What follows belongs to an exercise in optimizing a design on an open flow for small area; a production flow would make more cautious choices.
The RTL was checked by simulation tests, not by an equivalence proof against the original design.
Power figures rest on the tool's default switching activity, not on a simulated workload.

rev 12:
==> flow/design.v (excerpt) <==
module apb_completer_mem #(
    parameter int ADDR_W = 60,
    parameter int DATA_W = 32,
    parameter int IDX_W  = 4,
    parameter int WAIT_W = 4,
    parameter int CNT_W  = 16
) (
    input  logic                pclk,
    input  logic                preset,
    input  logic                psel,
    input  logic                penable,
    input  logic                pwrite,
    input  logic [ADDR_W-1:0]   paddr,
    input  logic [DATA_W-1:0]   pwdata,
    input  logic [DATA_W/8-1:0] pstrb,
    input  logic [WAIT_W-1:0]   wait_cfg,
    output logic                pready,
    output logic [DATA_W-1:0]   prdata,
    output logic                pslverr,
    output logic [CNT_W-1:0]    wr_cnt,
    output logic [CNT_W-1:0]    rd_cnt,
    output logic [CNT_W-1:0]    err_cnt
);
For scale: about 1700 cells after synthesis, ~190 I/O pins, about 0.020 mm2 of cells after synthesis.
==> flow/config.mk <==
export PLATFORM = sky130hd
export DESIGN_NAME = apb_completer_mem
export DESIGN_NICKNAME = apb_completer_mem
export VERILOG_FILES = /design/flow/design.v
export SDC_FILE = /design/flow/constraint.sdc
export NUM_CORES = 4
export LEC_CHECK = 0
export CAP_MARGIN = 0
export CORE_MARGIN = 2
export CORE_UTILIZATION = 75
export SLEW_MARGIN = 0
==> flow/constraint.sdc <==
create_clock -name core_clock -period 5.0 [get_ports {pclk}]
set_input_delay 1.0000 -clock core_clock [delete_from_list [all_inputs] [get_ports {pclk}]]
set_output_delay 1.0000 -clock core_clock [all_outputs]
set_load 0.01 [all_outputs]
standard.sh (not shown) runs the stock make flow with config.mk's settings and CLKGATE_MAP_FILE= SYNTH_SCRIPT=/design/flow/synth_recipe.tcl, a recipe that flattens the netlist after the stock synthesis.
==> flow/flow/run.sh <==
#!/bin/bash
# Standard synthesis, then the standard ORFS layout with: combinational cells
# swapped to their smallest size and remapped for area by OpenROAD's
# restructure before floorplan (resizing then upsizes only where
# needed), port buffers of the smallest buffer, and a clock tree of small
# clock buffers with larger sink clusters.
set -uo pipefail
W=$(pwd)
bash standard.sh synth > "$W/synth.log" 2>&1 || { tail -50 "$W/synth.log"; exit 1; }
# Library for restructure's ABC run, without the platform's don't-use cells.
DU=$(make -s -C "$FLOW_HOME" DESIGN_CONFIG="$W/config.mk" print-DONT_USE_CELLS 2>/dev/null | sed 's/^DONT_USE_CELLS: //')
LIB=$(make -s -C "$FLOW_HOME" DESIGN_CONFIG="$W/config.mk" print-LIB_FILES 2>/dev/null | sed 's/^LIB_FILES: //' | awk '{print $1}')
python3 "$W/flow/filter_lib.py" "$LIB" "$W/rmp.lib" "$DU" > "$W/filter_lib.log" 2>&1 || exit 1
if grep -q "lpflow_inputiso" "$W/rmp.lib"; then echo "don't-use cells left in rmp.lib"; exit 1; fi
export RMP_LIB="$W/rmp.lib"
export RMP_DIR="$W/rmp_work"
export FULL_LIB="$LIB"
export RESULTS="$W/orfs/results/sky130hd/apb_completer_mem/base"
DONT_USE_CELLS="$DU" openroad -no_init -exit "$W/flow/restructure_step.tcl" > "$W/restructure.log" 2>&1 || { tail -50 "$W/restructure.log"; exit 1; }
export BUFFER_PORTS_ARGS="-buffer_cell sky130_fd_sc_hd__buf_1"
export CTS_ARGS="-sink_clustering_enable -repair_clock_nets -dont_use_dummy_load -buf_list {sky130_fd_sc_hd__clkbuf_8} -sink_clustering_size 20 -sink_clustering_max_diameter 45"
bash standard.sh finish > "$W/layout.log" 2>&1 || { tail -50 "$W/layout.log"; exit 1; }
Other scripts of this flow, unchanged in this note and not shown: flow/flow/downsize.tcl, flow/flow/filter_lib.py, flow/flow/restructure_step.tcl
Rev 12: all stages complete, timing, DRC and antenna checks passed
Edits applied to the flow inputs when going from rev 12 to rev 13:
Settings: SLEW_MARGIN: 0 -> 5; CORE_UTILIZATION: 75 -> 80; CAP_MARGIN: 0 -> 5.
Results
Sequential cell area share (lower): rev 12. Sort rev 13 and rev 12 by clock buffer and inverter area fraction after layout asc -> top: rev 13. Relative to rev 12, the internal power of rev 13 is lower by 0.048 mW. The capturing element of the worst setup path comes out prdata[2] in one run and prdata[17] in the other, namely in rev 12 and rev 13 respectively. The run showing the smaller worst hold slack is rev 13. Per the final summary, rev 13 finished and its layout is clean on timing, DRC and antenna.

---

## fjord
The RTL this note starts from:
==> flow/design.v <==
module apb_completer_mem #(
    parameter int ADDR_W = 60,
    parameter int DATA_W = 32,
    parameter int IDX_W  = 4,
    parameter int WAIT_W = 4,
    parameter int CNT_W  = 16
) (
    input  logic                pclk,
    input  logic                preset,
    input  logic                psel,
    input  logic                penable,
    input  logic                pwrite,
    input  logic [ADDR_W-1:0]   paddr,
    input  logic [DATA_W-1:0]   pwdata,
    input  logic [DATA_W/8-1:0] pstrb,
    input  logic [WAIT_W-1:0]   wait_cfg,
    output logic                pready,
    output logic [DATA_W-1:0]   prdata,
    output logic                pslverr,
    output logic [CNT_W-1:0]    wr_cnt,
    output logic [CNT_W-1:0]    rd_cnt,
    output logic [CNT_W-1:0]    err_cnt
);
    localparam int STRB_W    = DATA_W / 8;
    localparam int MEM_DEPTH = 2 ** IDX_W;
    logic                               done_q, wait_q;
    logic [WAIT_W-1:0]                  cnt_q;
    logic                               err_q, rdok_q;
    logic [IDX_W-1:0]                   rot_q;
    logic [MEM_DEPTH-1:0]               sel_q;     
    logic [MEM_DEPTH-1:0]               vld_q;     
    logic [MEM_DEPTH-1:0][DATA_W-1:0]   slot_q;
    logic                               pend_q;
    logic [MEM_DEPTH-1:0]               psel_q;    
    logic [STRB_W-1:0]                  bstrb_q;
    logic [DATA_W-1:0]                  bwd_q;
    logic [CNT_W-1:0]                   wr_cnt_q, rd_cnt_q, err_cnt_q;
    logic idle, setup, last, a_err, commit, wr_commit, rd_en;
    logic done_d, wait_d;
    logic [IDX_W-1:0] npos;
    logic [STRB_W-1:0] wstrb;
    logic [DATA_W-1:0] wdata_m, wd;
    assign idle   = !wait_q && !done_q;
    assign setup  = idle && psel && !penable;
    assign last   = (cnt_q == WAIT_W'(1));
    assign a_err  = (paddr[1:0] != 2'b00) || (paddr[ADDR_W-1:IDX_W+2] != '0);
    assign done_d = setup ? (wait_cfg == '0) : (wait_q && psel && last);
    assign wait_d = setup ? (wait_cfg != '0) : (wait_q && psel && !last);
    assign commit    = done_q && psel;
    assign wr_commit = commit && !err_q && !rdok_q;
    assign rd_en     = done_q && rdok_q;
    always_comb begin
        for (int b = 0; b < STRB_W; b++) begin
            wdata_m[8*b +: 8] = pwdata[8*b +: 8] & {8{pstrb[b]}};
        end
    end
    assign npos = paddr[IDX_W+1:2] + rot_q + 1'b1;
    always_ff @(posedge pclk or posedge preset) begin
        if (preset) begin
            done_q <= 1'b0;
            wait_q <= 1'b0;
            rot_q  <= '0;
            pend_q <= 1'b0;
        end else begin
            done_q <= done_d;
            wait_q <= wait_d;
            rot_q  <= rot_q + 1'b1;
            pend_q <= wr_commit && |(sel_q & {(MEM_DEPTH/2){2'b01}});
        end
    end
    always_ff @(posedge pclk) begin
        cnt_q   <= wait_q ? cnt_q - 1'b1 : wait_cfg;
        err_q   <= a_err;
        rdok_q  <= !pwrite && !a_err;
        for (int s = 0; s < MEM_DEPTH; s++) begin
            sel_q[s]  <= (npos == IDX_W'(s));
            psel_q[s] <= sel_q[(s + MEM_DEPTH - 1) % MEM_DEPTH];
        end
        bstrb_q <= pstrb;
        bwd_q   <= wdata_m;
    end
    assign wstrb = pend_q ? bstrb_q : pstrb;
    assign wd    = pend_q ? bwd_q : wdata_m;
    for (genvar s = 0; s < MEM_DEPTH; s++) begin : g_slot
        localparam int P = (s + MEM_DEPTH - 1) % MEM_DEPTH;
        if (s % 2 == 0) begin : g_wr
            logic we;
            assign we = (wr_commit && sel_q[P]) || (pend_q && psel_q[P]);
            always_ff @(posedge pclk or posedge preset) begin
                if (preset) vld_q[s] <= 1'b0;
                else        vld_q[s] <= vld_q[P] || we;
            end
            for (genvar b = 0; b < STRB_W; b++) begin : g_byte
                always_ff @(posedge pclk) begin
                    if (we && (wstrb[b] || !vld_q[P]))
                        slot_q[s][8*b +: 8] <= wd[8*b +: 8];
                    else
                        slot_q[s][8*b +: 8] <= slot_q[P][8*b +: 8];
                end
            end
        end else begin : g_sh
            always_ff @(posedge pclk or posedge preset) begin
                if (preset) vld_q[s] <= 1'b0;
                else        vld_q[s] <= vld_q[P];
            end
            always_ff @(posedge pclk) slot_q[s] <= slot_q[P];
        end
    end
    always_ff @(posedge pclk or posedge preset) begin
        if (preset) begin
            wr_cnt_q  <= '0;
            rd_cnt_q  <= '0;
            err_cnt_q <= '0;
        end else if (commit) begin
            if (err_q) begin
                if (err_cnt_q != '1) err_cnt_q <= err_cnt_q + 1'b1;
            end else if (rdok_q) begin
                if (rd_cnt_q != '1) rd_cnt_q <= rd_cnt_q + 1'b1;
            end else begin
                if (wr_cnt_q != '1) wr_cnt_q <= wr_cnt_q + 1'b1;
            end
        end
    end
    always_comb begin
        prdata = '0;
        for (int s = 0; s < MEM_DEPTH; s++) begin
            if (rd_en && sel_q[s] && vld_q[s])
                prdata = prdata | slot_q[s];
        end
    end
    assign pready  = done_q;
    assign pslverr = done_q && err_q;
    assign wr_cnt  = wr_cnt_q;
    assign rd_cnt  = rd_cnt_q;
    assign err_cnt = err_cnt_q;
endmodule
clock: 5.0 ns
lec_check: 0
cap_margin: 20
core_margin: 2
core_utilization: 40
slew_margin: 20
==> flow/flow/run.sh <==
#!/bin/bash
# Standard synthesis, then the standard ORFS layout with: combinational cells
# swapped to their smallest size before floorplan (resizing then upsizes
# only where needed), port buffers of the smallest buffer, and a clock tree
# of small clock buffers with larger sink clusters.
set -uo pipefail
W=$(pwd)
bash standard.sh synth > "$W/synth.log" 2>&1 || { tail -50 "$W/synth.log"; exit 1; }
export PRE_FLOORPLAN_TCL="$W/flow/downsize.tcl"
export BUFFER_PORTS_ARGS="-buffer_cell sky130_fd_sc_hd__buf_1"
export CTS_ARGS="-sink_clustering_enable -repair_clock_nets -buf_list {sky130_fd_sc_hd__clkbuf_4 sky130_fd_sc_hd__clkbuf_8} -sink_clustering_size 24 -sink_clustering_max_diameter 80"
bash standard.sh finish > "$W/layout.log" 2>&1 || { tail -50 "$W/layout.log"; exit 1; }
==> flow/flow/downsize.tcl <==
# Swap every combinational standard cell to the smallest cell of its family
# (same function and pins, e.g. mux2_4 -> mux2_1). Registers are left alone.
# repair_design / repair_timing later upsize or buffer where timing needs it.
set db [ord::get_db]
set fams [dict create]
foreach lib [$db getLibs] {
  foreach m [$lib getMasters] {
    set n [$m getName]
    if {![regexp {^(sky130_fd_sc_hd__[a-z0-9]+)_([0-9]+)$} $n -> base drv]} { continue }
    if {[string match "*lpflow*" $n]} { continue }
    set a [expr {[$m getWidth] * [$m getHeight]}]
    dict lappend fams $base [list $a $drv $m]
  }
}
set nswap 0
foreach inst [[ord::get_db_block] getInsts] {
  set m [$inst getMaster]
  set n [$m getName]
  if {![regexp {^(sky130_fd_sc_hd__[a-z0-9]+)_([0-9]+)$} $n -> base drv]} { continue }
  if {[regexp {__(df|edf|sdf|sedf|dl|tap|fill|decap|conb|probe)} $n]} { continue }
  if {![dict exists $fams $base]} { continue }
  set best ""
  set ba 0
  set bd 0
  foreach e [dict get $fams $base] {
    lassign $e a d mm
    if {[sta::is_dont_use_cell [sta::find_liberty_cell [$mm getName]]]} { continue }
    if {$best eq "" || $a < $ba || ($a == $ba && $d > $bd)} {
      set best $mm; set ba $a; set bd $d
    }
  }
  if {$best ne "" && [$best getName] ne $n} {
    $inst swapMaster $best
    incr nswap
  }
}
puts "downsize: swapped $nswap instances"
The flow ended early for fjord: it failed with a tool error in floorplan (2_1_floorplan).
Input-level comparison between lagoon and fjord:
--- a/flow/flow/run.sh
+++ b/flow/flow/run.sh
@@ -11 +11 @@
-export CTS_ARGS="-sink_clustering_enable -repair_clock_nets -buf_list {sky130_fd_sc_hd__clkbuf_4 sky130_fd_sc_hd__clkbuf_8} -sink_clustering_size 24 -sink_clustering_max_diameter 80"
+export CTS_ARGS="-sink_clustering_enable -repair_clock_nets -dont_use_dummy_load -buf_list {sky130_fd_sc_hd__clkbuf_16} -sink_clustering_size 36 -sink_clustering_max_diameter 70"
--- a/flow/flow/downsize.tcl
+++ b/flow/flow/downsize.tcl
@@ -4,0 +5 @@
+set dont [expr {[info exists ::env(DONT_USE_CELLS)] ? $::env(DONT_USE_CELLS) : {}}]
@@ -27 +28 @@
-    if {[sta::is_dont_use_cell [sta::find_liberty_cell [$mm getName]]]} { continue }
+    if {[lsearch -exact $dont [$mm getName]] >= 0} { continue }
--- a/flow/config.mk
+++ b/flow/config.mk
@@ -10 +10 @@
-export CORE_UTILIZATION = 40
+export CORE_UTILIZATION = 55
Notes after the runs:
- Summary across fjord and lagoon: the single failing run is fjord.
- fjord: it failed with a tool error in floorplan (2_1_floorplan), so there are no final results.
[inputs] willow vs lagoon
--- a/flow/flow/run.sh
+++ b/flow/flow/run.sh
@@ -11 +11 @@
-export CTS_ARGS="-sink_clustering_enable -repair_clock_nets -dont_use_dummy_load -buf_list {sky130_fd_sc_hd__clkbuf_16} -sink_clustering_size 36 -sink_clustering_max_diameter 70"
+export CTS_ARGS="-sink_clustering_enable -repair_clock_nets -dont_use_dummy_load -buf_list {sky130_fd_sc_hd__clkbuf_8} -sink_clustering_size 30 -sink_clustering_max_diameter 35"
--- a/flow/config.mk
+++ b/flow/config.mk
@@ -10 +10 @@
-export CORE_UTILIZATION = 55
+export CORE_UTILIZATION = 65
--- outcome ---
willow reached the final stage; the timing, DRC and antenna checks on its layout passed.
Between lagoon and willow, the flow reports switching power total increasing by a few percent.
Across both runs, post-place instance area was lower for willow than for lagoon.
In the metrics for lagoon and willow, the one carrying the higher core utilization is willow.
Here is what was changed in the inputs of onyx compared with willow.
--- a/flow/flow/run.sh
+++ b/flow/flow/run.sh
@@ -11 +11 @@
-export CTS_ARGS="-sink_clustering_enable -repair_clock_nets -dont_use_dummy_load -buf_list {sky130_fd_sc_hd__clkbuf_8} -sink_clustering_size 30 -sink_clustering_max_diameter 35"
+export CTS_ARGS="-sink_clustering_enable -repair_clock_nets -buf_list {sky130_fd_sc_hd__clkbuf_4 sky130_fd_sc_hd__clkbuf_8} -sink_clustering_size 12 -sink_clustering_max_diameter 40"
--- a/flow/config.mk
+++ b/flow/config.mk
@@ -10 +10 @@
-export CORE_UTILIZATION = 65
+export CORE_UTILIZATION = 40
Notes after the runs:
Compared with willow, onyx shows a number of antenna violations at the first check in global routing that is 3 higher.
Comparing onyx and willow, the higher horizontal die dimension is on onyx.
onyx ended up with a higher total power than willow did.
Higher combinational cell fraction of total power goes to willow over onyx.
Across both runs, placed cell count was higher for onyx than for willow.
Re switching portion of total power: onyx is 1.4 points up on willow.
Delta(amount of wire on met2 after detailed routing, onyx - willow) > 0
Between onyx and willow, it is onyx whose share of final layout cell area taken by clock buffers and inverters is higher, by 3.8 points.
| via total after detailed routing | lower: willow |
Between onyx and willow, the utilization is lower for onyx.

[re-timing with driven ports]
How much do the figures lean on ideal ports? The routed layouts below were timed once more, with nothing changed but the port constraints.
Step 1 sets driving cells, clkbuf_16 on the clock port and buf_2 on the other inputs (assumed; they add their load-dependent delay and slew).
Step 2 adds t to the input delays and takes it off the output delays; t is the mean of the earliest and latest rising clock arrival at the registers after step 1. Input paths then give back, and output paths get back, about the clock's delay inside the block.
a / b / c = no drivers / after step 1 / after step 2; a / b = the first two.
| run | shift t [ns] | slack for setup (ns) | worst register clock-pin slew, ns |
|---|---|---|---|
| rev 12 | 0.641 | 0.476 / 0.432 / 0.671 | 0.12 / 0.12 |
| rev 13 | 0.621 | 0.552 / 0.512 / 0.342 | 0.12 / 0.12 |
| lagoon | 0.605 | 0.738 / 0.678 / 1.283 | 0.11 / 0.11 |
| willow | 0.666 | 0.776 / 0.725 / 1.391 | 0.09 / 0.09 |
| onyx | 0.740 | 0.751 / 0.691 / 1.431 | 0.08 / 0.08 |
After both steps setup and hold are still met in every run listed. For rev 13, which loses most, drivers alone change the setup slack by -0.040 ns; drivers and shift together by -0.210 ns.
